This design comes from an exercise in tuning for small area and a short achievable clock period on the open sky130 flow, not from production work.
Function was checked by simulation only, so behaviour that the tests miss may differ from the original.
Power is estimated from default activity; no workload was simulated.

--- design.v ---
package flow_switch_pkg;
	typedef struct packed {
		logic [1:0] dest;
		logic [3:0] payload;
	} word_fields_t;
	typedef union packed {
		logic [6-1:0] raw;
		word_fields_t       fields;
	} word_u;
	typedef struct packed {
		logic full;
		logic empty;
		logic almost_full;
		logic almost_empty;
		logic error;
	} fifo_status_t;
	typedef struct packed {
		logic               psel;
		logic               penable;
		logic               pwrite;
		logic [4-1:0] paddr;
		logic [8-1:0] pwdata;
	} apb_req_t;
	typedef struct packed {
		logic [8-1:0] prdata;
		logic               pready;
		logic               pslverr;
	} apb_rsp_t;
	typedef struct packed {
		logic [5-1:0] af;
		logic [5-1:0] ae;
	} thresh_t;
endpackage
`timescale 1ns/1ps
module fifo16 (
	input  logic               clk,
	input  logic               reset_L,
	input  logic               i_wr,
	input  logic [6-1:0] i_wr_data,
	input  logic               i_rd,
	output logic [6-1:0] o_head,
	output logic               o_hv,
	output logic               o_overrun
);
	logic [6-1:0] head;
	logic [6-1:0] body [16-1];
	logic [6-1:0] body_head;
	logic               hv;
	logic [7:0]         bcnt;
	logic [15:0]        bsel;
	logic               overrun;
	logic               b_empty;
	logic               full;
	logic               wr_ok;
	always_comb begin
		bsel[0] = !bcnt[7] && !bcnt[0];
		bsel[8] =  bcnt[7] &&  bcnt[0];
		for (int k = 1; k < 8; k++) begin
			bsel[k]     =  bcnt[k-1] && !bcnt[k];
			bsel[k + 8] = !bcnt[k-1] &&  bcnt[k];
		end
	end
	assign b_empty = bsel[0];
	assign full    = hv && bsel[15];
	assign wr_ok = i_wr && (!full || i_rd);
	always_ff @(posedge clk) begin
		if (wr_ok && hv) begin
			body[0] <= i_wr_data;
			for (int k = 1; k < 16-1; k++)
				body[k] <= body[k-1];
		end
	end
	always_comb begin
		body_head = '0;
		for (int k = 1; k < 16; k++)
			body_head = body_head | ({6{bsel[k]}} & body[k-1]);
	end
	always_ff @(posedge clk) begin
		if (i_rd && !b_empty)
			head <= body_head;
		else if (wr_ok && (!hv || i_rd))
			head <= i_wr_data;
	end
	always_ff @(posedge clk) begin
		if (!reset_L) begin
			hv      <= 1'b0;
			bcnt    <= 8'd0;
			overrun <= 1'b0;
		end else begin
			hv <= wr_ok || (hv && !(i_rd && b_empty));
			if (wr_ok && hv && !i_rd)
				bcnt <= {bcnt[6:0], !bcnt[7]};
			else if (i_rd && !b_empty && !wr_ok)
				bcnt <= {!bcnt[0], bcnt[7:1]};
			if (i_wr)
				overrun <= !wr_ok;
		end
	end
	assign o_head    = head;
	assign o_hv      = hv;
	assign o_overrun = overrun;
endmodule
`timescale 1ns/1ps
module vc_arbiter (
	input  logic                            clk,
	input  logic                            reset_L,
	input  logic                            i_enable,
	input  logic [4-1:0]              i_in_valid,
	input  logic [4-1:0][6-1:0] i_in_head,
	input  logic [4-1:0]              i_out_af,
	output logic [4-1:0]              o_in_pop,
	output logic [4-1:0]              o_out_wr,
	output logic [3:0]                      o_out_data
);
	logic [4-1:0] eligible;
	logic [4-1:0] last_q;
	logic [4-1:0] grant;
	logic               grant_vld;
	logic [4-1:0] xfer_wr_d;
	logic [3:0]         xfer_pl_d;
	logic [4-1:0] xfer_wr_q;
	logic [3:0]         xfer_pl_q;
	always_comb begin
		for (int i = 0; i < 4; i++)
			eligible[i] = i_enable && i_in_valid[i] &&
				!i_out_af[i_in_head[i][6-1 -: 2]];
	end
	always_comb begin
		for (int i = 0; i < 4; i++) begin
			logic [1:0] p1, p2, p3;
			p1 = 2'(i + 1);
			p2 = 2'(i + 2);
			p3 = 2'(i + 3);
			grant[i] = eligible[i] && (
				last_q[p3] ||
				(last_q[p2] && !eligible[p3]) ||
				(last_q[p1] && !eligible[p2] && !eligible[p3]) ||
				(last_q[i]  && !eligible[p1] && !eligible[p2] && !eligible[p3]));
		end
	end
	assign grant_vld = |eligible;
	always_comb begin
		xfer_wr_d = '0;
		xfer_pl_d = '0;
		for (int i = 0; i < 4; i++) begin
			if (grant[i]) begin
				xfer_wr_d[i_in_head[i][6-1 -: 2]] = 1'b1;
				xfer_pl_d = xfer_pl_d | i_in_head[i][3:0];
			end
		end
	end
	assign o_in_pop = grant;
	always_ff @(posedge clk) begin
		if (!reset_L) begin
			last_q    <= 4'b1000;
			xfer_wr_q <= '0;
		end else begin
			xfer_wr_q <= xfer_wr_d;
			if (grant_vld)
				last_q <= grant;
		end
	end
	always_ff @(posedge clk)
		xfer_pl_q <= xfer_pl_d;
	assign o_out_wr   = xfer_wr_q;
	assign o_out_data = xfer_pl_q;
endmodule
`timescale 1ns/1ps
module flow_ctrl_regs (
	input  logic               clk,
	input  logic               reset_L,
	input  logic               i_psel,
	input  logic               i_penable,
	input  logic               i_pwrite,
	input  logic [3:0]         i_paddr,
	input  logic [7:0]         i_pwdata,
	output logic [7:0]         o_prdata,
	output logic               o_pready,
	output logic               o_pslverr,
	input  logic [4-1:0] i_in_empty,
	input  logic [4-1:0] i_in_error,
	input  logic [4-1:0] i_out_empty,
	input  logic [4-1:0] i_out_error,
	output logic               o_enable,
	output logic [3:0]         o_af,
	output logic               o_af_wr,
	output logic [3:0]         o_af_wdata
);
	logic       enable_q;
	logic [3:0] af_q;
	logic [3:0] ae_q;
	logic [7:0] err_q;
	logic [7:0] err_clr;
	logic [7:0] rd_mux;
	logic       wr_en;
	logic       thr_wr;
	logic [3:0] af_wr;
	assign wr_en = i_psel && i_penable && i_pwrite;
	assign thr_wr = wr_en && i_paddr == 4'h4;
	assign af_wr  = (i_pwdata[3:0] == 4'd0) ? 4'd1 : i_pwdata[3:0];
	assign err_clr = (wr_en && i_paddr == 4'hC) ? i_pwdata : '0;
	always_ff @(posedge clk) begin
		if (!reset_L) begin
			enable_q <= 1'b0;
			af_q     <= 4'd15;
			ae_q     <= 4'd1;
			err_q    <= '0;
		end else begin
			if (wr_en && i_paddr == 4'h0)
				enable_q <= i_pwdata[0];
			if (thr_wr) begin
				af_q <= af_wr;
				ae_q <= i_pwdata[7:4];
			end
			err_q <= (err_q & ~err_clr) | {i_out_error, i_in_error};
		end
	end
	always_comb begin
		case (i_paddr)
			4'h0:    rd_mux = {7'd0, enable_q};
			4'h4:    rd_mux = {ae_q, af_q};
			4'h8:    rd_mux = {i_in_empty, i_out_empty};
			4'hC:    rd_mux = err_q;
			default: rd_mux = '0;
		endcase
	end
	assign o_prdata  = (i_psel && !i_pwrite) ? rd_mux : '0;
	assign o_pready  = 1'b1;
	assign o_pslverr = i_psel && i_penable && (i_paddr[1:0] != 2'b00);
	assign o_enable = enable_q;
	assign o_af      = af_q;
	assign o_af_wr    = thr_wr;
	assign o_af_wdata = af_wr;
endmodule
`timescale 1ns/1ps
module flow_switch_top (
	input  logic                        clk,
	input  logic                        reset_L,
	input  logic                        i_psel,
	input  logic                        i_penable,
	input  logic                        i_pwrite,
	input  logic [4-1:0]          i_paddr,
	input  logic [8-1:0]          i_pwdata,
	output logic [8-1:0]          o_prdata,
	output logic                        o_pready,
	output logic                        o_pslverr,
	input  logic [4-1:0]          i_push,
	input  logic [4*6-1:0]  i_in_data,
	input  logic [4-1:0]          i_pop,
	output logic [4*6-1:0]  o_out_data,
	output logic [4-1:0]          o_out_empty
);
	logic [4-1:0]              in_empty;
	logic [4-1:0]              in_error;
	logic [4-1:0][6-1:0] in_head;
	logic [4-1:0]              in_pop;
	logic [4-1:0]              out_empty;
	logic [4-1:0]              out_af;
	logic [4-1:0]              out_error;
	logic [4-1:0]              out_wr;
	logic [3:0]                      xfer_data;
	logic                            enable;
	logic [3:0]                      af;
	logic                            af_wr;
	logic [3:0]                      af_wdata;
	for (genvar g = 0; g < 4; g++) begin : g_ch
		logic [3:0] out_head;
		logic       in_hv;
		fifo16 u_in_fifo (
			.clk        (clk),
			.reset_L    (reset_L),
			.i_wr       (i_push[g]),
			.i_wr_data  (i_in_data[g*6 +: 6]),
			.i_rd       (in_pop[g]),
			.o_head     (in_head[g]),
			.o_hv       (in_hv),
			.o_overrun  (in_error[g])
		);
		fifo16_out u_out_fifo (
			.clk        (clk),
			.reset_L    (reset_L),
			.i_wr       (out_wr[g]),
			.i_wr_data  (xfer_data),
			.i_rd       (i_pop[g]),
			.i_af       (af),
			.i_af_wr    (af_wr),
			.i_af_wdata (af_wdata),
			.o_head     (out_head),
			.o_empty    (out_empty[g]),
			.o_af       (out_af[g]),
			.o_underrun (out_error[g])
		);
		assign in_empty[g] = !in_hv;
		assign o_out_data[g*6 +: 6] = i_pop[g] ? {2'(g), out_head} : '0;
		assign o_out_empty[g] = out_empty[g];
	end
	vc_arbiter u_arbiter (
		.clk        (clk),
		.reset_L    (reset_L),
		.i_enable   (enable),
		.i_in_valid (~in_empty),
		.i_in_head  (in_head),
		.i_out_af   (out_af),
		.o_in_pop   (in_pop),
		.o_out_wr   (out_wr),
		.o_out_data (xfer_data)
	);
	flow_ctrl_regs u_regs (
		.clk         (clk),
		.reset_L     (reset_L),
		.i_psel      (i_psel),
		.i_penable   (i_penable),
		.i_pwrite    (i_pwrite),
		.i_paddr     (i_paddr),
		.i_pwdata    (i_pwdata),
		.o_prdata    (o_prdata),
		.o_pready    (o_pready),
		.o_pslverr   (o_pslverr),
		.i_in_empty  (in_empty),
		.i_in_error  (in_error),
		.i_out_empty (out_empty),
		.i_out_error (out_error),
		.o_enable    (enable),
		.o_af        (af),
		.o_af_wr     (af_wr),
		.o_af_wdata  (af_wdata)
	);
endmodule
module fifo16_out (
	input  logic       clk,
	input  logic       reset_L,
	input  logic       i_wr,
	input  logic [3:0] i_wr_data,
	input  logic       i_rd,
	input  logic [3:0] i_af,
	input  logic       i_af_wr,
	input  logic [3:0] i_af_wdata,
	output logic [3:0] o_head,
	output logic       o_empty,
	output logic       o_af,
	output logic       o_underrun
);
	logic [3:0] head;
	logic [3:0] body [16-1];
	logic [4:0] fill;
	logic [4:0] fill_next;
	logic [3:0] bidx;
	logic       empty;
	logic       af;
	logic       underrun;
	logic       b_empty;
	logic       rd_ok;
	logic       up;
	logic       dn;
	logic       af_up;
	logic       af_hold;
	logic       af_dn;
	assign b_empty = (fill[4:1] == 4'd0);
	assign rd_ok   = i_rd && !empty;
	assign up      = i_wr && !rd_ok;
	assign dn      = rd_ok && !i_wr;
	assign bidx    = 4'(fill - 5'd2);
	always_ff @(posedge clk) begin
		if (i_wr && !empty) begin
			body[0] <= i_wr_data;
			for (int k = 1; k < 16-1; k++)
				body[k] <= body[k-1];
		end
	end
	always_ff @(posedge clk) begin
		if (rd_ok && !b_empty)
			head <= body[bidx];
		else if (i_wr && (empty || rd_ok))
			head <= i_wr_data;
	end
	assign fill_next = up ? fill + 5'd1 : dn ? fill - 5'd1 : fill;
	assign af_up   = ({1'b0, fill} + 6'd1 >= {2'b0, i_af});
	assign af_hold = (fill >= {1'b0, i_af});
	assign af_dn   = (fill > {1'b0, i_af});
	always_ff @(posedge clk) begin
		if (!reset_L) begin
			fill     <= 5'd0;
			empty    <= 1'b1;
			af       <= 1'b0;
			underrun <= 1'b0;
		end else begin
			fill  <= fill_next;
			empty <= (fill_next == 5'd0);
			if (i_af_wr)
				af <= (fill_next >= {1'b0, i_af_wdata});
			else
				af <= up ? af_up : dn ? af_dn : af_hold;
			if (i_rd)
				underrun <= empty;
		end
	end
	assign o_head     = head;
	assign o_empty    = empty;
	assign o_af       = af;
	assign o_underrun = underrun;
endmodule
--- flow/run.sh ---
#!/bin/bash
# Standard synthesis, then the combinational logic re-mapped by ABC with a
# delay target (registers untouched), then the standard layout steps.
set -euo pipefail
W=$(pwd)
R=$W/orfs/results/$FLOW_PLATFORM/flow_switch_top/base
LIB=$FLOW_HOME/platforms/sky130hd/lib/sky130_fd_sc_hd__tt_025C_1v80.lib
DELAY=${REMAP_DELAY_PS:-2000}
bash standard.sh synth > $W/synth.log 2>&1
cp $R/1_2_yosys.v $W/std_synth.v
sed -e "s|@LIB@|$LIB|g" -e "s|@IN@|$W/std_synth.v|g" -e "s|@OUT@|$W/remap.v|g" \
    -e "s|@DELAY@|$DELAY|g" -e "s|@CONSTR@|$W/flow/abc.constr|g" -e "s|@RDSCRIPT@|$W/flow/rdcone.abc|g" flow/remap.ys.in > $W/remap.ys
yosys -s $W/remap.ys > $W/remap.log 2>&1
cp $W/remap.v $R/1_2_yosys.v
rm -f $R/1_synth.odb $R/1_synth.sdc
bash standard.sh MATCH_CELL_FOOTPRINT=0 'BUFFER_PORTS_ARGS=-buffer_cell sky130_fd_sc_hd__buf_2' finish > $W/finish.log 2>&1
--- flow/abc.constr ---
set_driving_cell sky130_fd_sc_hd__buf_1
set_load 5
--- flow/rdcone.abc ---
strash
dch
map -D 100
buffer
upsize -D 100
--- flow/remap.ys.in ---
# Re-map the combinational logic of the standard synthesis, delay first.
# Registers stay the instances the standard synthesis made.
read_liberty -ignore_miss_func @LIB@
read_verilog @IN@
hierarchy -top flow_switch_top
setattr -mod -set keep_hierarchy 1 sky130_fd_sc_hd__dfbbn_1 sky130_fd_sc_hd__dfbbn_2 sky130_fd_sc_hd__dfbbp_1 sky130_fd_sc_hd__dfrbp_1 sky130_fd_sc_hd__dfrbp_2 sky130_fd_sc_hd__dfrtn_1 sky130_fd_sc_hd__dfrtp_1 sky130_fd_sc_hd__dfrtp_2 sky130_fd_sc_hd__dfrtp_4 sky130_fd_sc_hd__dfsbp_1 sky130_fd_sc_hd__dfsbp_2 sky130_fd_sc_hd__dfstp_1 sky130_fd_sc_hd__dfstp_2 sky130_fd_sc_hd__dfstp_4 sky130_fd_sc_hd__dfxbp_1 sky130_fd_sc_hd__dfxbp_2 sky130_fd_sc_hd__dfxtp_1 sky130_fd_sc_hd__dfxtp_2 sky130_fd_sc_hd__dfxtp_4 sky130_fd_sc_hd__dlclkp_1 sky130_fd_sc_hd__dlclkp_2 sky130_fd_sc_hd__dlclkp_4 sky130_fd_sc_hd__dlrbn_1 sky130_fd_sc_hd__dlrbn_2 sky130_fd_sc_hd__dlrbp_1 sky130_fd_sc_hd__dlrbp_2 sky130_fd_sc_hd__dlrtn_1 sky130_fd_sc_hd__dlrtn_2 sky130_fd_sc_hd__dlrtn_4 sky130_fd_sc_hd__dlrtp_1 sky130_fd_sc_hd__dlrtp_2 sky130_fd_sc_hd__dlrtp_4 sky130_fd_sc_hd__dlxbn_1 sky130_fd_sc_hd__dlxbn_2 sky130_fd_sc_hd__dlxbp_1 sky130_fd_sc_hd__dlxtn_1 sky130_fd_sc_hd__dlxtn_2 sky130_fd_sc_hd__dlxtn_4 sky130_fd_sc_hd__dlxtp_1 sky130_fd_sc_hd__edfxbp_1 sky130_fd_sc_hd__edfxtp_1 sky130_fd_sc_hd__lpflow_inputisolatch_1 sky130_fd_sc_hd__sdfbbn_1 sky130_fd_sc_hd__sdfbbn_2 sky130_fd_sc_hd__sdfbbp_1 sky130_fd_sc_hd__sdfrbp_1 sky130_fd_sc_hd__sdfrbp_2 sky130_fd_sc_hd__sdfrtn_1 sky130_fd_sc_hd__sdfrtp_1 sky130_fd_sc_hd__sdfrtp_2 sky130_fd_sc_hd__sdfrtp_4 sky130_fd_sc_hd__sdfsbp_1 sky130_fd_sc_hd__sdfsbp_2 sky130_fd_sc_hd__sdfstp_1 sky130_fd_sc_hd__sdfstp_2 sky130_fd_sc_hd__sdfstp_4 sky130_fd_sc_hd__sdfxbp_1 sky130_fd_sc_hd__sdfxbp_2 sky130_fd_sc_hd__sdfxtp_1 sky130_fd_sc_hd__sdfxtp_2 sky130_fd_sc_hd__sdfxtp_4 sky130_fd_sc_hd__sdlclkp_1 sky130_fd_sc_hd__sdlclkp_2 sky130_fd_sc_hd__sdlclkp_4 sky130_fd_sc_hd__sedfxbp_1 sky130_fd_sc_hd__sedfxbp_2 sky130_fd_sc_hd__sedfxtp_1 sky130_fd_sc_hd__sedfxtp_2 sky130_fd_sc_hd__sedfxtp_4
setattr -set keep 1 t:sky130_fd_sc_hd__df* t:sky130_fd_sc_hd__edf* t:sky130_fd_sc_hd__sdf* t:sky130_fd_sc_hd__dl*
flatten
opt_clean
# The APB read-data cone first, for delay alone: ABC cannot see that its
# inputs arrive late and its outputs are due early
select -set rdcone o:o_prdata o:o_pslverr %u %ci*:-sky130_fd_sc_hd__dfxtp_1[Q,D]:-sky130_fd_sc_hd__edfxtp_1[Q,D,DE]
abc -constr @CONSTR@ -script @RDSCRIPT@ -liberty @LIB@ -dont_use sky130_fd_sc_hd__a2111o_1 -dont_use sky130_fd_sc_hd__a2111o_2 -dont_use sky130_fd_sc_hd__a2111o_4 -dont_use sky130_fd_sc_hd__a2111oi_0 -dont_use sky130_fd_sc_hd__a2111oi_1 -dont_use sky130_fd_sc_hd__a2111oi_2 -dont_use sky130_fd_sc_hd__a2111oi_4 -dont_use sky130_fd_sc_hd__a211o_1 -dont_use sky130_fd_sc_hd__a211o_2 -dont_use sky130_fd_sc_hd__a211o_4 -dont_use sky130_fd_sc_hd__a21bo_1 -dont_use sky130_fd_sc_hd__a21bo_2 -dont_use sky130_fd_sc_hd__a21bo_4 -dont_use sky130_fd_sc_hd__a21o_1 -dont_use sky130_fd_sc_hd__a21o_2 -dont_use sky130_fd_sc_hd__a21o_4 -dont_use sky130_fd_sc_hd__a221o_1 -dont_use sky130_fd_sc_hd__a221o_2 -dont_use sky130_fd_sc_hd__a221o_4 -dont_use sky130_fd_sc_hd__a22o_1 -dont_use sky130_fd_sc_hd__a22o_2 -dont_use sky130_fd_sc_hd__a22o_4 -dont_use sky130_fd_sc_hd__a2bb2o_1 -dont_use sky130_fd_sc_hd__a2bb2o_2 -dont_use sky130_fd_sc_hd__a2bb2o_4 -dont_use sky130_fd_sc_hd__a311o_1 -dont_use sky130_fd_sc_hd__a311o_2 -dont_use sky130_fd_sc_hd__a311o_4 -dont_use sky130_fd_sc_hd__a311oi_1 -dont_use sky130_fd_sc_hd__a311oi_2 -dont_use sky130_fd_sc_hd__a311oi_4 -dont_use sky130_fd_sc_hd__a31o_1 -dont_use sky130_fd_sc_hd__a31o_2 -dont_use sky130_fd_sc_hd__a31o_4 -dont_use sky130_fd_sc_hd__a32o_1 -dont_use sky130_fd_sc_hd__a32o_2 -dont_use sky130_fd_sc_hd__a32o_4 -dont_use sky130_fd_sc_hd__a41o_1 -dont_use sky130_fd_sc_hd__a41o_2 -dont_use sky130_fd_sc_hd__a41o_4 -dont_use sky130_fd_sc_hd__a41oi_1 -dont_use sky130_fd_sc_hd__a41oi_2 -dont_use sky130_fd_sc_hd__a41oi_4 -dont_use sky130_fd_sc_hd__and2_0 -dont_use sky130_fd_sc_hd__and2_1 -dont_use sky130_fd_sc_hd__and2_2 -dont_use sky130_fd_sc_hd__and2_4 -dont_use sky130_fd_sc_hd__and2b_1 -dont_use sky130_fd_sc_hd__and2b_2 -dont_use sky130_fd_sc_hd__and2b_4 -dont_use sky130_fd_sc_hd__and3_1 -dont_use sky130_fd_sc_hd__and3_2 -dont_use sky130_fd_sc_hd__and3_4 -dont_use sky130_fd_sc_hd__and3b_1 -dont_use sky130_fd_sc_hd__and3b_2 -dont_use sky130_fd_sc_hd__and3b_4 -dont_use sky130_fd_sc_hd__and4_1 -dont_use sky130_fd_sc_hd__and4_2 -dont_use sky130_fd_sc_hd__and4_4 -dont_use sky130_fd_sc_hd__and4b_1 -dont_use sky130_fd_sc_hd__and4b_2 -dont_use sky130_fd_sc_hd__and4b_4 -dont_use sky130_fd_sc_hd__and4bb_1 -dont_use sky130_fd_sc_hd__and4bb_2 -dont_use sky130_fd_sc_hd__and4bb_4 -dont_use sky130_fd_sc_hd__bufbuf_16 -dont_use sky130_fd_sc_hd__bufbuf_8 -dont_use sky130_fd_sc_hd__bufinv_16 -dont_use sky130_fd_sc_hd__bufinv_8 -dont_use sky130_fd_sc_hd__clkbuf_1 -dont_use sky130_fd_sc_hd__clkbuf_16 -dont_use sky130_fd_sc_hd__clkbuf_2 -dont_use sky130_fd_sc_hd__clkbuf_4 -dont_use sky130_fd_sc_hd__clkbuf_8 -dont_use sky130_fd_sc_hd__clkdlybuf4s15_1 -dont_use sky130_fd_sc_hd__clkdlybuf4s15_2 -dont_use sky130_fd_sc_hd__clkdlybuf4s18_1 -dont_use sky130_fd_sc_hd__clkdlybuf4s18_2 -dont_use sky130_fd_sc_hd__clkdlybuf4s25_1 -dont_use sky130_fd_sc_hd__clkdlybuf4s25_2 -dont_use sky130_fd_sc_hd__clkdlybuf4s50_1 -dont_use sky130_fd_sc_hd__clkdlybuf4s50_2 -dont_use sky130_fd_sc_hd__clkinvlp_2 -dont_use sky130_fd_sc_hd__clkinvlp_4 -dont_use sky130_fd_sc_hd__conb_1 -dont_use sky130_fd_sc_hd__decap_12 -dont_use sky130_fd_sc_hd__decap_3 -dont_use sky130_fd_sc_hd__decap_4 -dont_use sky130_fd_sc_hd__decap_6 -dont_use sky130_fd_sc_hd__decap_8 -dont_use sky130_fd_sc_hd__dfbbn_1 -dont_use sky130_fd_sc_hd__dfbbn_2 -dont_use sky130_fd_sc_hd__dfbbp_1 -dont_use sky130_fd_sc_hd__dfrbp_1 -dont_use sky130_fd_sc_hd__dfrbp_2 -dont_use sky130_fd_sc_hd__dfrtn_1 -dont_use sky130_fd_sc_hd__dfrtp_1 -dont_use sky130_fd_sc_hd__dfrtp_2 -dont_use sky130_fd_sc_hd__dfrtp_4 -dont_use sky130_fd_sc_hd__dfsbp_1 -dont_use sky130_fd_sc_hd__dfsbp_2 -dont_use sky130_fd_sc_hd__dfstp_1 -dont_use sky130_fd_sc_hd__dfstp_2 -dont_use sky130_fd_sc_hd__dfstp_4 -dont_use sky130_fd_sc_hd__dfxbp_1 -dont_use sky130_fd_sc_hd__dfxbp_2 -dont_use sky130_fd_sc_hd__dfxtp_1 -dont_use sky130_fd_sc_hd__dfxtp_2 -dont_use sky130_fd_sc_hd__dfxtp_4 -dont_use sky130_fd_sc_hd__diode_2 -dont_use sky130_fd_sc_hd__dlclkp_1 -dont_use sky130_fd_sc_hd__dlclkp_2 -dont_use sky130_fd_sc_hd__dlclkp_4 -dont_use sky130_fd_sc_hd__dlrbn_1 -dont_use sky130_fd_sc_hd__dlrbn_2 -dont_use sky130_fd_sc_hd__dlrbp_1 -dont_use sky130_fd_sc_hd__dlrbp_2 -dont_use sky130_fd_sc_hd__dlrtn_1 -dont_use sky130_fd_sc_hd__dlrtn_2 -dont_use sky130_fd_sc_hd__dlrtn_4 -dont_use sky130_fd_sc_hd__dlrtp_1 -dont_use sky130_fd_sc_hd__dlrtp_2 -dont_use sky130_fd_sc_hd__dlrtp_4 -dont_use sky130_fd_sc_hd__dlxbn_1 -dont_use sky130_fd_sc_hd__dlxbn_2 -dont_use sky130_fd_sc_hd__dlxbp_1 -dont_use sky130_fd_sc_hd__dlxtn_1 -dont_use sky130_fd_sc_hd__dlxtn_2 -dont_use sky130_fd_sc_hd__dlxtn_4 -dont_use sky130_fd_sc_hd__dlxtp_1 -dont_use sky130_fd_sc_hd__dlygate4sd1_1 -dont_use sky130_fd_sc_hd__dlygate4sd2_1 -dont_use sky130_fd_sc_hd__dlygate4sd3_1 -dont_use sky130_fd_sc_hd__dlymetal6s2s_1 -dont_use sky130_fd_sc_hd__dlymetal6s4s_1 -dont_use sky130_fd_sc_hd__dlymetal6s6s_1 -dont_use sky130_fd_sc_hd__ebufn_1 -dont_use sky130_fd_sc_hd__ebufn_2 -dont_use sky130_fd_sc_hd__ebufn_4 -dont_use sky130_fd_sc_hd__ebufn_8 -dont_use sky130_fd_sc_hd__edfxbp_1 -dont_use sky130_fd_sc_hd__edfxtp_1 -dont_use sky130_fd_sc_hd__einvn_0 -dont_use sky130_fd_sc_hd__einvn_1 -dont_use sky130_fd_sc_hd__einvn_2 -dont_use sky130_fd_sc_hd__einvn_4 -dont_use sky130_fd_sc_hd__einvn_8 -dont_use sky130_fd_sc_hd__einvp_1 -dont_use sky130_fd_sc_hd__einvp_2 -dont_use sky130_fd_sc_hd__einvp_4 -dont_use sky130_fd_sc_hd__einvp_8 -dont_use sky130_fd_sc_hd__fa_1 -dont_use sky130_fd_sc_hd__fa_2 -dont_use sky130_fd_sc_hd__fa_4 -dont_use sky130_fd_sc_hd__fah_1 -dont_use sky130_fd_sc_hd__fahcin_1 -dont_use sky130_fd_sc_hd__fahcon_1 -dont_use sky130_fd_sc_hd__ha_1 -dont_use sky130_fd_sc_hd__ha_2 -dont_use sky130_fd_sc_hd__ha_4 -dont_use sky130_fd_sc_hd__lpflow_bleeder_1 -dont_use sky130_fd_sc_hd__lpflow_clkbufkapwr_1 -dont_use sky130_fd_sc_hd__lpflow_clkbufkapwr_16 -dont_use sky130_fd_sc_hd__lpflow_clkbufkapwr_2 -dont_use sky130_fd_sc_hd__lpflow_clkbufkapwr_4 -dont_use sky130_fd_sc_hd__lpflow_clkbufkapwr_8 -dont_use sky130_fd_sc_hd__lpflow_clkinvkapwr_1 -dont_use sky130_fd_sc_hd__lpflow_clkinvkapwr_16 -dont_use sky130_fd_sc_hd__lpflow_clkinvkapwr_2 -dont_use sky130_fd_sc_hd__lpflow_clkinvkapwr_4 -dont_use sky130_fd_sc_hd__lpflow_clkinvkapwr_8 -dont_use sky130_fd_sc_hd__lpflow_decapkapwr_12 -dont_use sky130_fd_sc_hd__lpflow_decapkapwr_3 -dont_use sky130_fd_sc_hd__lpflow_decapkapwr_4 -dont_use sky130_fd_sc_hd__lpflow_decapkapwr_6 -dont_use sky130_fd_sc_hd__lpflow_decapkapwr_8 -dont_use sky130_fd_sc_hd__lpflow_inputiso0n_1 -dont_use sky130_fd_sc_hd__lpflow_inputiso0p_1 -dont_use sky130_fd_sc_hd__lpflow_inputiso1n_1 -dont_use sky130_fd_sc_hd__lpflow_inputiso1p_1 -dont_use sky130_fd_sc_hd__lpflow_inputisolatch_1 -dont_use sky130_fd_sc_hd__lpflow_isobufsrc_1 -dont_use sky130_fd_sc_hd__lpflow_isobufsrc_16 -dont_use sky130_fd_sc_hd__lpflow_isobufsrc_2 -dont_use sky130_fd_sc_hd__lpflow_isobufsrc_4 -dont_use sky130_fd_sc_hd__lpflow_isobufsrc_8 -dont_use sky130_fd_sc_hd__lpflow_isobufsrckapwr_16 -dont_use sky130_fd_sc_hd__lpflow_lsbuf_lh_hl_isowell_tap_1 -dont_use sky130_fd_sc_hd__lpflow_lsbuf_lh_hl_isowell_tap_2 -dont_use sky130_fd_sc_hd__lpflow_lsbuf_lh_hl_isowell_tap_4 -dont_use sky130_fd_sc_hd__lpflow_lsbuf_lh_isowell_4 -dont_use sky130_fd_sc_hd__lpflow_lsbuf_lh_isowell_tap_1 -dont_use sky130_fd_sc_hd__lpflow_lsbuf_lh_isowell_tap_2 -dont_use sky130_fd_sc_hd__lpflow_lsbuf_lh_isowell_tap_4 -dont_use sky130_fd_sc_hd__macro_sparecell -dont_use sky130_fd_sc_hd__maj3_1 -dont_use sky130_fd_sc_hd__maj3_2 -dont_use sky130_fd_sc_hd__maj3_4 -dont_use sky130_fd_sc_hd__mux2_1 -dont_use sky130_fd_sc_hd__mux2_2 -dont_use sky130_fd_sc_hd__mux2_4 -dont_use sky130_fd_sc_hd__mux2_8 -dont_use sky130_fd_sc_hd__mux2i_1 -dont_use sky130_fd_sc_hd__mux2i_2 -dont_use sky130_fd_sc_hd__mux2i_4 -dont_use sky130_fd_sc_hd__mux4_1 -dont_use sky130_fd_sc_hd__mux4_2 -dont_use sky130_fd_sc_hd__mux4_4 -dont_use sky130_fd_sc_hd__nand4bb_1 -dont_use sky130_fd_sc_hd__nand4bb_2 -dont_use sky130_fd_sc_hd__nand4bb_4 -dont_use sky130_fd_sc_hd__nor4bb_1 -dont_use sky130_fd_sc_hd__nor4bb_2 -dont_use sky130_fd_sc_hd__nor4bb_4 -dont_use sky130_fd_sc_hd__o2111a_1 -dont_use sky130_fd_sc_hd__o2111a_2 -dont_use sky130_fd_sc_hd__o2111a_4 -dont_use sky130_fd_sc_hd__o2111ai_1 -dont_use sky130_fd_sc_hd__o2111ai_2 -dont_use sky130_fd_sc_hd__o2111ai_4 -dont_use sky130_fd_sc_hd__o211a_1 -dont_use sky130_fd_sc_hd__o211a_2 -dont_use sky130_fd_sc_hd__o211a_4 -dont_use sky130_fd_sc_hd__o21a_1 -dont_use sky130_fd_sc_hd__o21a_2 -dont_use sky130_fd_sc_hd__o21a_4 -dont_use sky130_fd_sc_hd__o21ba_1 -dont_use sky130_fd_sc_hd__o21ba_2 -dont_use sky130_fd_sc_hd__o21ba_4 -dont_use sky130_fd_sc_hd__o221a_1 -dont_use sky130_fd_sc_hd__o221a_2 -dont_use sky130_fd_sc_hd__o221a_4 -dont_use sky130_fd_sc_hd__o22a_1 -dont_use sky130_fd_sc_hd__o22a_2 -dont_use sky130_fd_sc_hd__o22a_4 -dont_use sky130_fd_sc_hd__o2bb2a_1 -dont_use sky130_fd_sc_hd__o2bb2a_2 -dont_use sky130_fd_sc_hd__o2bb2a_4 -dont_use sky130_fd_sc_hd__o311a_1 -dont_use sky130_fd_sc_hd__o311a_2 -dont_use sky130_fd_sc_hd__o311a_4 -dont_use sky130_fd_sc_hd__o311ai_0 -dont_use sky130_fd_sc_hd__o311ai_1 -dont_use sky130_fd_sc_hd__o311ai_2 -dont_use sky130_fd_sc_hd__o311ai_4 -dont_use sky130_fd_sc_hd__o31a_1 -dont_use sky130_fd_sc_hd__o31a_2 -dont_use sky130_fd_sc_hd__o31a_4 -dont_use sky130_fd_sc_hd__o32a_1 -dont_use sky130_fd_sc_hd__o32a_2 -dont_use sky130_fd_sc_hd__o32a_4 -dont_use sky130_fd_sc_hd__o32ai_1 -dont_use sky130_fd_sc_hd__o32ai_2 -dont_use sky130_fd_sc_hd__o32ai_4 -dont_use sky130_fd_sc_hd__o41a_1 -dont_use sky130_fd_sc_hd__o41a_2 -dont_use sky130_fd_sc_hd__o41a_4 -dont_use sky130_fd_sc_hd__o41ai_1 -dont_use sky130_fd_sc_hd__o41ai_2 -dont_use sky130_fd_sc_hd__o41ai_4 -dont_use sky130_fd_sc_hd__or2_0 -dont_use sky130_fd_sc_hd__or2_1 -dont_use sky130_fd_sc_hd__or2_2 -dont_use sky130_fd_sc_hd__or2_4 -dont_use sky130_fd_sc_hd__or2b_1 -dont_use sky130_fd_sc_hd__or2b_2 -dont_use sky130_fd_sc_hd__or2b_4 -dont_use sky130_fd_sc_hd__or3_1 -dont_use sky130_fd_sc_hd__or3_2 -dont_use sky130_fd_sc_hd__or3_4 -dont_use sky130_fd_sc_hd__or3b_1 -dont_use sky130_fd_sc_hd__or3b_2 -dont_use sky130_fd_sc_hd__or3b_4 -dont_use sky130_fd_sc_hd__or4_1 -dont_use sky130_fd_sc_hd__or4_2 -dont_use sky130_fd_sc_hd__or4_4 -dont_use sky130_fd_sc_hd__or4b_1 -dont_use sky130_fd_sc_hd__or4b_2 -dont_use sky130_fd_sc_hd__or4b_4 -dont_use sky130_fd_sc_hd__or4bb_1 -dont_use sky130_fd_sc_hd__or4bb_2 -dont_use sky130_fd_sc_hd__or4bb_4 -dont_use sky130_fd_sc_hd__probe_p_8 -dont_use sky130_fd_sc_hd__probec_p_8 -dont_use sky130_fd_sc_hd__sdfbbn_1 -dont_use sky130_fd_sc_hd__sdfbbn_2 -dont_use sky130_fd_sc_hd__sdfbbp_1 -dont_use sky130_fd_sc_hd__sdfrbp_1 -dont_use sky130_fd_sc_hd__sdfrbp_2 -dont_use sky130_fd_sc_hd__sdfrtn_1 -dont_use sky130_fd_sc_hd__sdfrtp_1 -dont_use sky130_fd_sc_hd__sdfrtp_2 -dont_use sky130_fd_sc_hd__sdfrtp_4 -dont_use sky130_fd_sc_hd__sdfsbp_1 -dont_use sky130_fd_sc_hd__sdfsbp_2 -dont_use sky130_fd_sc_hd__sdfstp_1 -dont_use sky130_fd_sc_hd__sdfstp_2 -dont_use sky130_fd_sc_hd__sdfstp_4 -dont_use sky130_fd_sc_hd__sdfxbp_1 -dont_use sky130_fd_sc_hd__sdfxbp_2 -dont_use sky130_fd_sc_hd__sdfxtp_1 -dont_use sky130_fd_sc_hd__sdfxtp_2 -dont_use sky130_fd_sc_hd__sdfxtp_4 -dont_use sky130_fd_sc_hd__sdlclkp_1 -dont_use sky130_fd_sc_hd__sdlclkp_2 -dont_use sky130_fd_sc_hd__sdlclkp_4 -dont_use sky130_fd_sc_hd__sedfxbp_1 -dont_use sky130_fd_sc_hd__sedfxbp_2 -dont_use sky130_fd_sc_hd__sedfxtp_1 -dont_use sky130_fd_sc_hd__sedfxtp_2 -dont_use sky130_fd_sc_hd__sedfxtp_4 -dont_use sky130_fd_sc_hd__xnor2_1 -dont_use sky130_fd_sc_hd__xnor2_2 -dont_use sky130_fd_sc_hd__xnor2_4 -dont_use sky130_fd_sc_hd__xnor3_1 -dont_use sky130_fd_sc_hd__xnor3_2 -dont_use sky130_fd_sc_hd__xnor3_4 -dont_use sky130_fd_sc_hd__xor2_1 -dont_use sky130_fd_sc_hd__xor2_2 -dont_use sky130_fd_sc_hd__xor2_4 -dont_use sky130_fd_sc_hd__xor3_1 -dont_use sky130_fd_sc_hd__xor3_2 -dont_use sky130_fd_sc_hd__xor3_4 @rdcone
select -clear
abc -D @DELAY@ -liberty @LIB@ -dont_use sky130_fd_sc_hd__probe_p_8 -dont_use sky130_fd_sc_hd__probec_p_8 -dont_use sky130_fd_sc_hd__lpflow_bleeder_1 -dont_use sky130_fd_sc_hd__lpflow_clkbufkapwr_1 -dont_use sky130_fd_sc_hd__lpflow_clkbufkapwr_16 -dont_use sky130_fd_sc_hd__lpflow_clkbufkapwr_2 -dont_use sky130_fd_sc_hd__lpflow_clkbufkapwr_4 -dont_use sky130_fd_sc_hd__lpflow_clkbufkapwr_8 -dont_use sky130_fd_sc_hd__lpflow_clkinvkapwr_1 -dont_use sky130_fd_sc_hd__lpflow_clkinvkapwr_16 -dont_use sky130_fd_sc_hd__lpflow_clkinvkapwr_2 -dont_use sky130_fd_sc_hd__lpflow_clkinvkapwr_4 -dont_use sky130_fd_sc_hd__lpflow_clkinvkapwr_8 -dont_use sky130_fd_sc_hd__lpflow_decapkapwr_12 -dont_use sky130_fd_sc_hd__lpflow_decapkapwr_3 -dont_use sky130_fd_sc_hd__lpflow_decapkapwr_4 -dont_use sky130_fd_sc_hd__lpflow_decapkapwr_6 -dont_use sky130_fd_sc_hd__lpflow_decapkapwr_8 -dont_use sky130_fd_sc_hd__lpflow_inputiso0n_1 -dont_use sky130_fd_sc_hd__lpflow_inputiso0p_1 -dont_use sky130_fd_sc_hd__lpflow_inputiso1n_1 -dont_use sky130_fd_sc_hd__lpflow_inputiso1p_1 -dont_use sky130_fd_sc_hd__lpflow_inputisolatch_1 -dont_use sky130_fd_sc_hd__lpflow_isobufsrc_1 -dont_use sky130_fd_sc_hd__lpflow_isobufsrc_16 -dont_use sky130_fd_sc_hd__lpflow_isobufsrc_2 -dont_use sky130_fd_sc_hd__lpflow_isobufsrc_4 -dont_use sky130_fd_sc_hd__lpflow_isobufsrc_8 -dont_use sky130_fd_sc_hd__lpflow_isobufsrckapwr_16 -dont_use sky130_fd_sc_hd__lpflow_lsbuf_lh_hl_isowell_tap_1 -dont_use sky130_fd_sc_hd__lpflow_lsbuf_lh_hl_isowell_tap_2 -dont_use sky130_fd_sc_hd__lpflow_lsbuf_lh_hl_isowell_tap_4 -dont_use sky130_fd_sc_hd__lpflow_lsbuf_lh_isowell_4 -dont_use sky130_fd_sc_hd__lpflow_lsbuf_lh_isowell_tap_1 -dont_use sky130_fd_sc_hd__lpflow_lsbuf_lh_isowell_tap_2 -dont_use sky130_fd_sc_hd__lpflow_lsbuf_lh_isowell_tap_4 -dont_use sky130_fd_sc_hd__fill_1 -dont_use sky130_fd_sc_hd__fill_2 -dont_use sky130_fd_sc_hd__fill_4 -dont_use sky130_fd_sc_hd__fill_8 
opt_clean -purge
splitnets
opt_clean -purge
hilomap -singleton -hicell sky130_fd_sc_hd__conb_1 HI -locell sky130_fd_sc_hd__conb_1 LO
insbuf -buf sky130_fd_sc_hd__buf_4 A X
rename -hide w:* i:* o:* %u %d
select flow_switch_top
stat -liberty @LIB@
write_verilog -noattr -nohex -nodec -selected @OUT@
--- standard.sh ---
#!/bin/bash
# synth_recipe.tcl (not shown) runs the flow's synth.tcl, then flattens the netlist and writes it again
# the make line also repeats each setting of config.mk as NAME=value (left out here)
make -C /OpenROAD-flow-scripts/flow DESIGN_CONFIG=/design/flow/config.mk WORK_HOME=/design/flow/orfs CLKGATE_MAP_FILE= SYNTH_SCRIPT=/design/flow/synth_recipe.tcl "${@:-finish}"
--- config.mk ---
export PLATFORM = sky130hd
export DESIGN_NAME = flow_switch_top
export DESIGN_NICKNAME = flow_switch_top
export VERILOG_FILES = /design/flow/design.v
export SDC_FILE = /design/flow/constraint.sdc
export NUM_CORES = 4
export LEC_CHECK = 0
export CAP_MARGIN = 20
export CORE_MARGIN = 2
export CORE_UTILIZATION = 45
export CTS_BUF_LIST = sky130_fd_sc_hd__clkbuf_8
export CTS_CLUSTER_DIAMETER = 50
export CTS_CLUSTER_SIZE = 16
export PLACE_DENSITY = 0.6
export SETUP_SLACK_MARGIN = 2.2
export SLEW_MARGIN = 20
--- constraint.sdc ---
create_clock -name core_clock -period 5.0 [get_ports {clk}]
set_input_delay 1.0000 -clock core_clock [delete_from_list [all_inputs] [get_ports {clk}]]
set_output_delay 1.0000 -clock core_clock [all_outputs]
set_load 0.01 [all_outputs]
==> flow_summary.yaml, run 1 <==
setup_path:
  required_ps: 4000
  reg2reg_depth: 9
  crit_fanout: 6
  rrSetupSlack_ps: 2220
  cp_slowest_cell: "nand3b_4"
  crit_type: "in2out"
  arrival_ps: 1900
  crit_path_max_incr_delay_ps: 190
  reg2reg_to: "g_ch[2].u_in_fifo.head[4]$_DFFE_PP_"
  end_kind: "primary output"
  path_common_cell: "buf_6"
  crit_path_start: "i_paddr[0]"
  cp-start-kind: "primary input"
  crit_chain: "buf_6, nor2_4, nand3b_4, buf_6, a21oi_4, buf_2"
  r2r_start: "g_ch[0].u_in_fifo.head[5]$_DFFE_PP_"
finish:
  fill_cells: 5358
  seq_area_mm2: 0.02126
  syn_to_final_growth_pct: 13.91
  layout-drive-gt1-share_pct: 14.99
  final_nets: 2293
  design_area_mm2: 0.03329
  multi_input_area_mm2: 0.008145
  final_core_util_pct: 51.73
sta:
  slew_headroom_pct: 28.64
  hold_violations: 0
  rsz0062_at_grt: "yes"
  skew_ps: 51.32
  max_freq_mhz: 345.4
  layout_min_cycle_time_ps: 2895
  hold_slack_ps: 419.1
  finalSetupTns_ps: 0
  finalSetupViolCount: 0
  worst_slew_pin_slew_ps: 1068
  fin_crit_sh_pct: 57.91
  maxSlewViolCount: 0
pwr:
  swShare_pct: 30.18
  p_per_area_mw_per_mm2: 408.8
  power_frac_seq_pct: 53.8
  pwr-share-comb_pct: 15.8
  leakage_uw: 0.01070
  p_sw_uw: 4108
  max-vdd-ir-drop_mv: 0.2649
  intPower_uw: 9502
  clkPwrFrac_pct: 30.4
placement:
  place_area_mm2: 0.03089
  io_buffers: 81
  dpl.hpwl_mm: 45.56
  gp_congestion: 0.9039
clocking:
  cts.clk_slew.worst_paths_ps: 100
  clockBufferDepth: 3
  cts_tree: "done"
  cts-root-buf: "clkbuf_8"
  clock_sinks: 741
  htreeDepth: 3
  numCtsBuffers: 77
  insertion_delay_ps: 710
hold_path:
  hp-class: "reg2reg"
  min_from: "g_ch[3].u_in_fifo.body[9][2]$_DFFE_PN_"
  hold_depth: 0
  hold_path_end: "g_ch[3].u_in_fifo.body[10][2]$_DFFE_PN_"
routing:
  firstDrtPassIters: 5
  vias: 19190
  routed_wl_mm: 71.52
  via_per_inst: 6.066
  drc: 0
  antenna_left: 0
  wl_per_cell_um: 22.60
  drt-initial-drc-count: 2202
die:
  num_rows: 93
  initial_core_util_pct: 45.42
  io_pins: 87
  die_h_um: 258.8
  die_x_um: 258.8
  die_area_mm2: 0.06700
  coreArea_mm2: 0.06435
outcome:
  outcome: "timing/DRC/antenna clean"
global_routing:
  grt_pass1_vias: 18620
  grt_pass1_wl_mm: 109.5
  grt_use_total_pct: 20.97
  grt-ovfl-total: 0
  grt_max_degree: 91
  grt_antenna_before_repair: 6
job:
  maxCapViolCount: 0
logic_synthesis:
  synthCells: 2047
  yosysWarnings: 6
  synth_area_mm2: 0.02923
  avgSynthCellArea_um2: 14.28
-- state kept, by name, indices dropped and copies added (netlist names) --
signal,cells
g_ch.u_in_fifo.body,360
g_ch.u_out_fifo.body,240
g_ch.u_in_fifo.bcnt,32
g_ch.u_in_fifo.head,24
g_ch.u_out_fifo.fill,20
g_ch.u_out_fifo.head,16
u_regs.err_q,8
g_ch.u_in_fifo.hv,4
g_ch.u_in_fifo.overrun,4
g_ch.u_out_fifo.af,4
g_ch.u_out_fifo.empty,4
g_ch.u_out_fifo.underrun,4
u_arbiter.last_q,4
u_arbiter.xfer_pl_q,4
u_arbiter.xfer_wr_q,4
u_regs.ae_q,4
u_regs.af_q,4
u_regs.enable_q,1
-- metrics by stage --
stage | setup slack [ps] | total power, uW | std cells
after global placement | 1656 | 9488 | 2993
after global routing | 2061 | 14200 | 3164
after floorplan | 1400 | 8759 | 2050
after detailed placement | 1643 | 9502 | 2993
final | 2105 | 13610 | 3164
after CTS | 2044 | 13660 | 3145
-- critical path, delay by kind of cell --
kind / cells / cell delay (ps)
AO/OA/AOI/OAI: 1 / 140
AND/OR/NAND/NOR: 2 / 320
buffers and inverters: 3 / 430
-- worst max-delay path by stage --
stage,to,slack (ps)
3_5_place_dp,g_ch[0].u_in_fifo.body[11][2]$_DFFE_PN_,1640
2_1_floorplan,g_ch[0].u_in_fifo.body[0][0]$_DFFE_PN_,1400
5_1_grt,g_ch[2].u_in_fifo.head[4]$_DFFE_PP_,2060
4_1_cts,o_prdata[0],2040
6_report,o_prdata[3],2100
3_3_place_gp,o_prdata[0],1660
-- power by group through the flow --
stage / logic (uW) / registers, uW / clock network [uW]
after floorplan: 1470 / 7290 / 0
after global placement: 2060 / 7430 / 0
after detailed placement: 2070 / 7430 / 0
after CTS: 2110 / 7300 / 4240
after global routing: 2370 / 7360 / 4480
final: 2160 / 7320 / 4140
-- timing repair --
| action | 4_1_cts | 5_1_grt |
|---|---|---|
| endpoints found under the setup margin | 402 | 421 |
| gates resized for setup | 67 | 54 |
| cloned | 2 | 4 |
| hold buffers | 0 | 0 |
| setup buffers | 7 | 14 |
| pin swaps | 10 | 7 |
-- cell type report --
class	instances	area share (%)
tap	855	3.214
clock buffer	82	3.390
inverter	42	0.4961
clock inverter	61	1.609
sequential	741	63.87
timing repair buffer	130	2.950
multi-input combinational	1252	24.47
antenna	1	0.007517
-- layer usage --
layer	vias up	track usage [%]	part of all wire [%]
met1	9513	29.64	43
li1	8695	-	-
met3	162	4.118	7.3
met2	816	32.49	46
met5	-	0	0.064
met4	6	7.290	2.9
-- layout by cell type (no fill, tap or decap), drive strengths merged, types with 8 or more instances in the layout --
cell      instances
o211ai           16
nor2b            71
buf             127
and2             37
nand2           139
xnor2            18
a31oi            35
a211oi           12
a22oi            83
nand2b           20
mux2i            13
a32oi            23
dfxtp           101
clkbuf           85
nor3             25
inv              30
a221oi           35
a222oi           64
clkinvlp         15
o22ai            27
nand4            18
and3              8
edfxtp          640
nand3            58
nor2            171
a22o             24
o221ai            9
a21oi           129
o21ai            92
xor2             10
clkinv           56
==> run 2, diff against run 1 <==
--- a/design.v
+++ b/design.v
@@ -352,9 +352,7 @@
 	logic       rd_ok;
 	logic       up;
 	logic       dn;
-	logic       af_up;
-	logic       af_hold;
-	logic       af_dn;
+	logic [3:0] af_next;
 	assign b_empty = (fill[4:1] == 4'd0);
 	assign rd_ok   = i_rd && !empty;
 	assign up      = i_wr && !rd_ok;
@@ -374,9 +372,7 @@
 			head <= i_wr_data;
 	end
 	assign fill_next = up ? fill + 5'd1 : dn ? fill - 5'd1 : fill;
-	assign af_up   = ({1'b0, fill} + 6'd1 >= {2'b0, i_af});
-	assign af_hold = (fill >= {1'b0, i_af});
-	assign af_dn   = (fill > {1'b0, i_af});
+	assign af_next = i_af_wr ? i_af_wdata : i_af;
 	always_ff @(posedge clk) begin
 		if (!reset_L) begin
 			fill     <= 5'd0;
@@ -386,10 +382,7 @@
 		end else begin
 			fill  <= fill_next;
 			empty <= (fill_next == 5'd0);
-			if (i_af_wr)
-				af <= (fill_next >= {1'b0, i_af_wdata});
-			else
-				af <= up ? af_up : dn ? af_dn : af_hold;
+			af    <= (fill_next >= {1'b0, af_next});
 			if (i_rd)
 				underrun <= empty;
 		end
==> run 2 against run 1 <==
Against the previous run: highest routed layer unchanged; critical path depth increased by 1; critical path type unchanged; critical endpoint is now o_prdata[5]; setup slack worse by 9.5 ps; non-clock buffer count is 7 lower; synthesized cell count is 2.5% lower; cell area down 1.6%; die area fell by 0.91%; largest power group unchanged; total power about the same; count of clock-buffer cells in the layout down 6; flip-flop and latch count stayed put.
==> flow_summary.yaml, run 2 <==
placement:
  place_area_mm2: 0.03064
  io_buffers: 81
  dpl.hpwl_mm: 43.64
  post-place-ws_ps: 1702
  place_inst: 2932
  gp_congestion: 0.8851
sta:
  finalSetupTns_ps: 0
  slew_headroom_pct: 29.50
  finalSetupViolCount: 0
  skew_ps: 49.56
  rsz0062_at_grt: "yes"
  maxSlewViolCount: 0
  worst_slew_pin_slew_ps: 1049
  max_freq_mhz: 344.3
  hold_violations: 0
  layout_min_cycle_time_ps: 2905
  setup_ws_ps: 2095
  fin_crit_sh_pct: 58.10
setup_path:
  r2r_start: "g_ch[2].u_in_fifo.head[4]$_DFFE_PP_"
  arrival_ps: 1900
  crit_fanout: 5
  crit_path_start: "i_paddr[3]"
  required_ps: 4000
  cp-start-kind: "primary input"
  crit_type: "in2out"
  end_kind: "primary output"
die:
  die_x_um: 257.7
  io_pins: 87
  coreArea_mm2: 0.06331
  die_area_mm2: 0.06639
  initial_core_util_pct: 45.74
  die_h_um: 257.7
  num_rows: 92
pwr:
  max-vdd-ir-drop_mv: 0.2529
  clkPwrFrac_pct: 30.1
  swShare_pct: 29.69
  p_sw_uw: 4040
  pwr-share-comb_pct: 16.0
  p_per_area_mw_per_mm2: 415.3
  power_frac_seq_pct: 53.9
  leakage_uw: 0.01073
  intPower_uw: 9567
clocking:
  cts-root-buf: "clkbuf_8"
  numCtsBuffers: 74
  cts_hold_buf: 0
  cts.clk_slew.worst_paths_ps: 100
  clock_sinks: 741
  htreeDepth: 3
  cts_tree: "done"
  insertion_delay_ps: 700
  clockBufferDepth: 3
finish:
  top_register: "g_ch.u_in_fifo.body"
  top_regs: "g_ch.u_in_fifo.body (360), g_ch.u_out_fifo.body (240), g_ch.u_in_fifo.bcnt (32)"
  layout_common_cells: "edfxtp_1 (640), nand2_1 (128), nor2_1 (126)"
  final_core_util_pct: 51.75
  final_common_cell: "edfxtp_1"
  final_nets: 2231
  largest_reg_flops: 360
  syn_to_final_growth_pct: 13.15
  layout-drive-gt1-share_pct: 14.49
  final_cell_count_no_fill: 3092
  design_area_mm2: 0.03276
routing:
  vias: 18490
  drc: 0
  via_per_inst: 5.979
  routed_wl_mm: 68.85
  wl_per_cell_um: 22.27
  antenna_left: 0
  drt-initial-drc-count: 2197
  firstDrtPassIters: 8
logic_synthesis:
  yosysWarnings: 6
  synth_area_mm2: 0.02896
  synthCells: 1996
  avgSynthCellArea_um2: 14.51
global_routing:
  grt_pass1_vias: 17980
  grt-ovfl-total: 0
  grt_pass1_wl_mm: 105.7
  grt_antenna_before_repair: 6
  grt_use_total_pct: 20.30
  grt_max_degree: 91
job:
  maxCapViolCount: 0
outcome:
  outcome: "timing/DRC/antenna clean"
hold_path:
  hp-class: "reg2reg"
  min_from: "g_ch[3].u_out_fifo.body[13][3]$_DFFE_PP_"
-- run 2: changes by cell type in the layout (fill, tap and decap cells not counted), moves of 10 or more --
cell      change
a21oi_1      -12
a222oi_1     -10
a22o_1       -13
a22oi_1      +13
a32oi_1      -10
buf_6        -13
nand2_1      -11
nand3_1      +12
nor2_1       -34
nor2b_1      -12
o21ai_0      +18
o22ai_1      -10
-- run 2: timing repair --
action,CTS,global route
gates resized for setup,44,49
cloned,1,2
setup buffers,7,10
setup endpoints to repair,409,418
pin swaps,3,11
-- run 2: metal layers --
metal | GRT usage [%] | routed length (um) | up-vias
met2 | 31.05 | 31720 | 820
met3 | 3.700 | 5237 | 140
li1 | - | - | 8394
met1 | 29.23 | 30080 | 9128
met5 | 0 | 39 | -
met4 | 7.258 | 1776 | 6
-- run 2: worst paths after layout --
check	slack, ps	to	cells past startpoint
hold / removal	430	g_ch[3].u_out_fifo.body[14][3]$_DFFE_PP_	0
setup / recovery	2100	o_prdata[5]	7
setup reg to reg	2230	g_ch[0].u_in_fifo.body[7][4]$_DFFE_PN_	8
hold reg to reg	430	g_ch[3].u_out_fifo.body[14][3]$_DFFE_PP_	0
-- run 2: critical path, cell delays in order --
cell	delay [ps]
buf_16	80
inv_6	30
nor2_4	240
buf_4	170
nand2b_4	70
a21oi_1	150
buf_2	150
-- run 2: cell type report --
type                       count  area (um2)
sequential                   741       21250
timing repair buffer         123       868.3
tap                          846        1059
clock inverter                61       551.8
fill                        5323       30550
inverter                      43       170.2
antenna                        3       7.507
clock buffer                  76        1046
multi-input combinational   1199        7815
-- run 2: power by group through the flow --
stage	clock network (uW)	logic [uW]	registers (uW)
3_5_place_dp	0	2090	7460
2_1_floorplan	0	1500	7310
3_3_place_gp	0	2080	7450
5_1_grt	4420	2420	7380
6_report	4100	2170	7330
4_1_cts	4200	2130	7320
-- run 2: through the flow --
stage	hold WS, ps	total power [uW]
2_1_floorplan	416.8	8816
6_report	428.9	13610
5_1_grt	445.4	14220
3_5_place_dp	426.0	9549
4_1_cts	436.5	13650
3_3_place_gp	426.7	9535

-- separate check: timing with driven ports --
The results above use ideal ports. As a check the final layouts listed here were re-extracted and re-timed, cells and wires unchanged. Step 1, drivers: a clkbuf_16 drives clk and a buf_2 each remaining input, both assumed. Step 2 times the ports against the registers' clock, not the clock port: input delays grow and output delays shrink by t, the midpoint of the rising clock arrivals with the driver on. Slacks: ideal ports / drivers / drivers and shift; pairs: ideal ports / drivers.
run	shift t [ns]	setup WS [ns]	hold WS [ns]	worst setup path after step 2
run 1	0.742	2.105 / 2.072 / 1.867	0.419 / 0.419 / 0.419	input to register
run 2	0.738	2.095 / 1.956 / 1.683	0.429 / 0.429 / 0.429	input to register
After both steps every run listed still meets setup and hold. For run 2, which loses most, drivers alone change the setup slack by -0.139 ns; drivers and shift together by -0.412 ns.
